Context: an optimization exercise on an open-source flow, tuned for small area, a short achievable clock period and few clock cycles per item. The choices shown serve that exercise and are no tape-out recipe. Only simulation tests tie the RTL to the original design; equivalence was not proved. Power and IR drop assume default switching activity.

build 30:
## color_bar_pattern_pixel_generator_unit
module color_bar_pattern_pixel_generator_unit
#(
    parameter int MAX_RESOLUTION = 2048
) (
    input  logic                  aclk,
    input  logic                  aresetn,
    input  logic                  cfg_valid,
    output logic                  cfg_ready,
    input  logic [CFG_IDX_W-1:0]  cfg_index,
    input  logic [CFG_DATA_W-1:0] cfg_data,
    input  logic                  s_axis_tvalid,
    output logic                  s_axis_tready,
    input  logic [S_TDATA_W-1:0]  s_axis_tdata,   
    output logic                  m_axis_tvalid,
    input  logic                  m_axis_tready,
    output logic [M_TDATA_W-1:0]  m_axis_tdata,   
    output logic [M_TUSER_W-1:0]  m_axis_tuser    
);
Settings: LEC_CHECK=0, ABC_AREA=1, CAP_MARGIN=20, CORE_MARGIN=2, CORE_UTILIZATION=40, PLACE_DENSITY=0.6, SETUP_SLACK_MARGIN=3.3, SLEW_MARGIN=20; clock period 8.0 ns.
run.sh (not shown) runs the stock make flow with config.mk's settings and CLKGATE_MAP_FILE= SYNTH_SCRIPT=/design/flow/synth_recipe.tcl, a recipe that flattens the netlist after the stock synthesis.
Build 30 finished end to end and its layout was clean on timing, DRC and antenna.
Testbench counts of build 30, summed over its fixed seeds: cycles 32,672, items 32,000.
[inputs] build 86 vs build 30
# build 30
export LEC_CHECK = 0
export ABC_AREA = 1
export CAP_MARGIN = 20
export CORE_MARGIN = 2
export CORE_UTILIZATION = 40
export PLACE_DENSITY = 0.6
export SETUP_SLACK_MARGIN = 3.3
export SLEW_MARGIN = 20
create_clock -name core_clock -period 8.0 [get_ports {aclk}]
# build 86
export LEC_CHECK = 0
export ABC_AREA = 1
export CAP_MARGIN = 20
export CORE_MARGIN = 2
export CORE_UTILIZATION = 50
export PLACE_DENSITY = 0.65
export SETUP_SLACK_MARGIN = 3.3
export SLEW_MARGIN = 20
create_clock -name core_clock -period 8.0 [get_ports {aclk}]
==> comparison <==
- The via count in build 86 sits 462 above the value recorded for build 30.
- Looking only at post-detailed-routing wire length, and setting everything else aside, the lower value of build 86 and build 30 goes to build 86.
- Summary: with build 30 as the reference, cell area in build 86 moved down slightly.
- Of build 86 and build 30, build 86 shows the higher total track usage, with build 30 below it.
- Worst setup slack delta (build 86 − build 30): favourable
- Re number of global-route vias before repair: build 30 was lower than build 86.
- Maximum vdd ir drop is lower on build 30
- Compared with build 30, build 86 instantiates a smaller number of cells.
- Number of well-tap cells placed: build 86 lower than build 30
- Build 86 vs build 30, depth of the most critical reg-to-reg path went down by 2.
- Diff build 30 -> build 86 | total instance count after detailed placement | down by a few percent
Edits applied to the flow inputs when going from build 86 to build 60:
# build 86
export LEC_CHECK = 0
export ABC_AREA = 1
export CAP_MARGIN = 20
export CORE_MARGIN = 2
export CORE_UTILIZATION = 50
export PLACE_DENSITY = 0.65
export SETUP_SLACK_MARGIN = 3.3
export SLEW_MARGIN = 20
create_clock -name core_clock -period 8.0 [get_ports {aclk}]
# build 60
export LEC_CHECK = 0
export ABC_AREA = 1
export CAP_MARGIN = 20
export CORE_MARGIN = 2
export CORE_UTILIZATION = 40
export PLACE_DENSITY = 0.6
export SETUP_SLACK_MARGIN = 3.7
export SLEW_MARGIN = 20
create_clock -name core_clock -period 8.0 [get_ports {aclk}]
==> run notes <==
- From build 86 to build 60 the numbers moved as follows: layout buffer count excluding clock buffers picked up an extra 173, largest vdd supply drop lost about 20%.
- Worst slew margin relative to its limit on build 60 is ahead of build 86.
- Compare build 60 and build 86 | HPWL reported at the end of detailed placement lower: build 86
- Between build 86 and build 60, initial antenna violation count increased.
- Setup WNS build 86 -> build 60: better
- Compared with build 86, in build 60 cell depth of the worst setup path fell 1, wire length reported by the detailed router rose about 5.4%, final instance area rose 4000 µm².
Here is what was changed in the inputs of build 45 compared with build 60.
# build 60
export LEC_CHECK = 0
export ABC_AREA = 1
export CAP_MARGIN = 20
export CORE_MARGIN = 2
export CORE_UTILIZATION = 40
export PLACE_DENSITY = 0.6
export SETUP_SLACK_MARGIN = 3.7
export SLEW_MARGIN = 20
create_clock -name core_clock -period 8.0 [get_ports {aclk}]
# build 45
export LEC_CHECK = 0
export ABC_AREA = 1
export CAP_MARGIN = 20
export CORE_MARGIN = 2
export CORE_UTILIZATION = 40
export PLACE_DENSITY = 0.6
export SETUP_SLACK_MARGIN = 2.9
export SLEW_MARGIN = 20
create_clock -name core_clock -period 8.0 [get_ports {aclk}]
## What came out
Build 45 ended with every stage complete and zero timing, DRC or antenna violations.
Setup WNS build 60 -> build 45: worse
[compare] base=build 60 new=build 45: number of clock buffer instances in the layout decreased by 5.9% relative to the old numbers; via count decreased by 1823 relative to the old numbers; worst hold-check slack decreased by 0.0045 ns relative to the old numbers; number of antenna violations at the first check in global routing decreased by 6 relative to the old numbers; critical path arrival increased by 0.41 ns relative to the old numbers.
[compare] base=build 60 new=build 45: post-synthesis share of cell area spent on and, or, nand and nor gates did not really move; number of ordinary and repair buffers in the finished layout moved down; sequential portion of the cell area rose 2.0 points; worst setup slack after placement has increased.
Library cell contributing the largest single delay on the critical path = sky130_fd_sc_hd__fa_2: build 60; library cell contributing the largest single delay on the critical path = sky130_fd_sc_hd__fa_1: build 45
#### Input delta (build 42 over build 45)
# build 45
export LEC_CHECK = 0
export ABC_AREA = 1
export CAP_MARGIN = 20
export CORE_MARGIN = 2
export CORE_UTILIZATION = 40
export PLACE_DENSITY = 0.6
export SETUP_SLACK_MARGIN = 2.9
export SLEW_MARGIN = 20
create_clock -name core_clock -period 8.0 [get_ports {aclk}]
# build 42
export LEC_CHECK = 0
export ABC_AREA = 1
export CAP_MARGIN = 20
export CORE_MARGIN = 2
export CORE_UTILIZATION = 40
export PLACE_DENSITY = 0.6
export SETUP_SLACK_MARGIN = 2.5
export SLEW_MARGIN = 20
export TNS_END_PERCENT = 20
create_clock -name core_clock -period 8.0 [get_ports {aclk}]
--- outcome ---
Switching portion of total power came out higher on build 42 than on build 45. There was hardly any difference in clock edge transition at the registers on the reported setup and hold paths between build 42 and build 45. From build 45 to build 42 the numbers moved as follows: final setup slack of the worst path decreased by 0.33 ns relative to the old numbers, routed wire length per instance increased by 1.9% relative to the old numbers. Area of the core: build 42 vs build 45 — no meaningful difference. Between build 42 and build 45, growth of design area from synthesis to finish is lower for build 42, build 45 comes in above that.

========
Another version of the RTL of color_bar_pattern_pixel_generator_unit (not shown whole).
Size: ~490 flip-flops, ~130 I/O pins, about 49000 sq um of cells after synthesis.
Settings: LEC_CHECK=0, CAP_MARGIN=20, CORE_MARGIN=2, CORE_UTILIZATION=40, PLACE_DENSITY=0.6, SETUP_SLACK_MARGIN=2.5, SLEW_MARGIN=20; clock period 8.0 ns.
Testbench counts at the start, summed over its fixed seeds: cycles 32,672, items 32,000.
Rerun with:
Settings changed: ABC_AREA set to 1.
What happened:
- The new run finished clean
- die area goes up by 0.58%
- synthesized cell count goes up by 24%
- combinational power climbs by 39%
- routed wire length climbs by 8.6%
- design area fell by 2.2%
- hold slack degrades by 3.0 ps
- setup slack is better by 260 ps
- clock skew drops by 44 ps
- count of clock-buffer cells in the layout rose by 6

========
== indigo ==
color_bar_pattern_pixel_generator_unit with an RTL version that a note above also has.
For scale: ~6500 cells after synthesis, ~480 flip-flops, roughly 130 I/O pins, roughly 0.048 sq mm of cells after synthesis.
Settings: LEC_CHECK=0, ABC_AREA=1, CAP_MARGIN=20, CORE_MARGIN=2, CORE_UTILIZATION=40, PLACE_DENSITY=0.6, SETUP_SLACK_MARGIN=2.5, SLEW_MARGIN=20; clock period 8.0 ns.
Testbench counts of indigo, summed over its fixed seeds: cycles 32,672, items 32,000.
Here is what was changed in the inputs of raven compared with indigo.
-- flow/config.mk --
<<< indigo, line 11
export CORE_UTILIZATION = 40
export PLACE_DENSITY = 0.6
export SETUP_SLACK_MARGIN = 2.5
export SLEW_MARGIN = 20
>>> raven, line 11
export CORE_UTILIZATION = 40
export PLACE_DENSITY = 0.6
export SETUP_SLACK_MARGIN = 3.4
export SLEW_MARGIN = 20
export TNS_END_PERCENT = 20
==> run notes <==
- Taking indigo as the reference, in raven count of clock-buffer cells in the layout fell 6, non-clock buffer count rose 144, worst max-slew margin expressed relative to the limit rose 2.6 points, share of total power consumed by net switching fell 0.71 points, final wirelength about even.
- raven gives more final cell count than indigo did.
- Cmp indigo and raven / maximum clock skew at final layout / lower: raven

## separate check: timing with driven ports
Ports are ideal in the flow. The routed layouts listed here were re-timed in OpenROAD.
Step 1 assumes that a clkbuf_16 drives the clock port and a buf_2 every other input.
Step 2, shift: input delay + t, output delay - t, t = (earliest + latest rising clock arrival at the registers) / 2. This alone moves slack from input paths to output paths.
a / b / c = no drivers / after step 1 / after step 2; a / b = the first two.
run | t, ns | setup slack, ns | clock arrival spread, ns
build 30 | 0.737 | 3.346 / 3.323 / 2.810 | 0.030 / 0.030
build 86 | 0.752 | 3.402 / 3.379 / 2.757 | 0.051 / 0.052
build 60 | 0.744 | 3.469 / 3.469 / 2.850 | 0.049 / 0.049
build 45 | 0.728 | 3.005 / 2.986 / 2.499 | 0.043 / 0.042
build 42 | 0.732 | 2.674 / 2.674 / 2.190 | 0.029 / 0.029
the first run of note 2 | 0.754 | 2.486 / 2.486 / 1.991 | 0.071 / 0.071
the second run of note 2 | 0.746 | 2.751 / 2.751 / 2.155 | 0.025 / 0.025
indigo | 0.734 | 2.624 / 2.624 / 2.124 | 0.031 / 0.031
raven | 0.725 | 3.361 / 3.286 / 2.848 | 0.032 / 0.032
After both steps setup and hold are still met in every run listed. The setup slack of build 86, which loses most, moves by -0.023 ns with the drivers and by -0.645 ns with both steps.
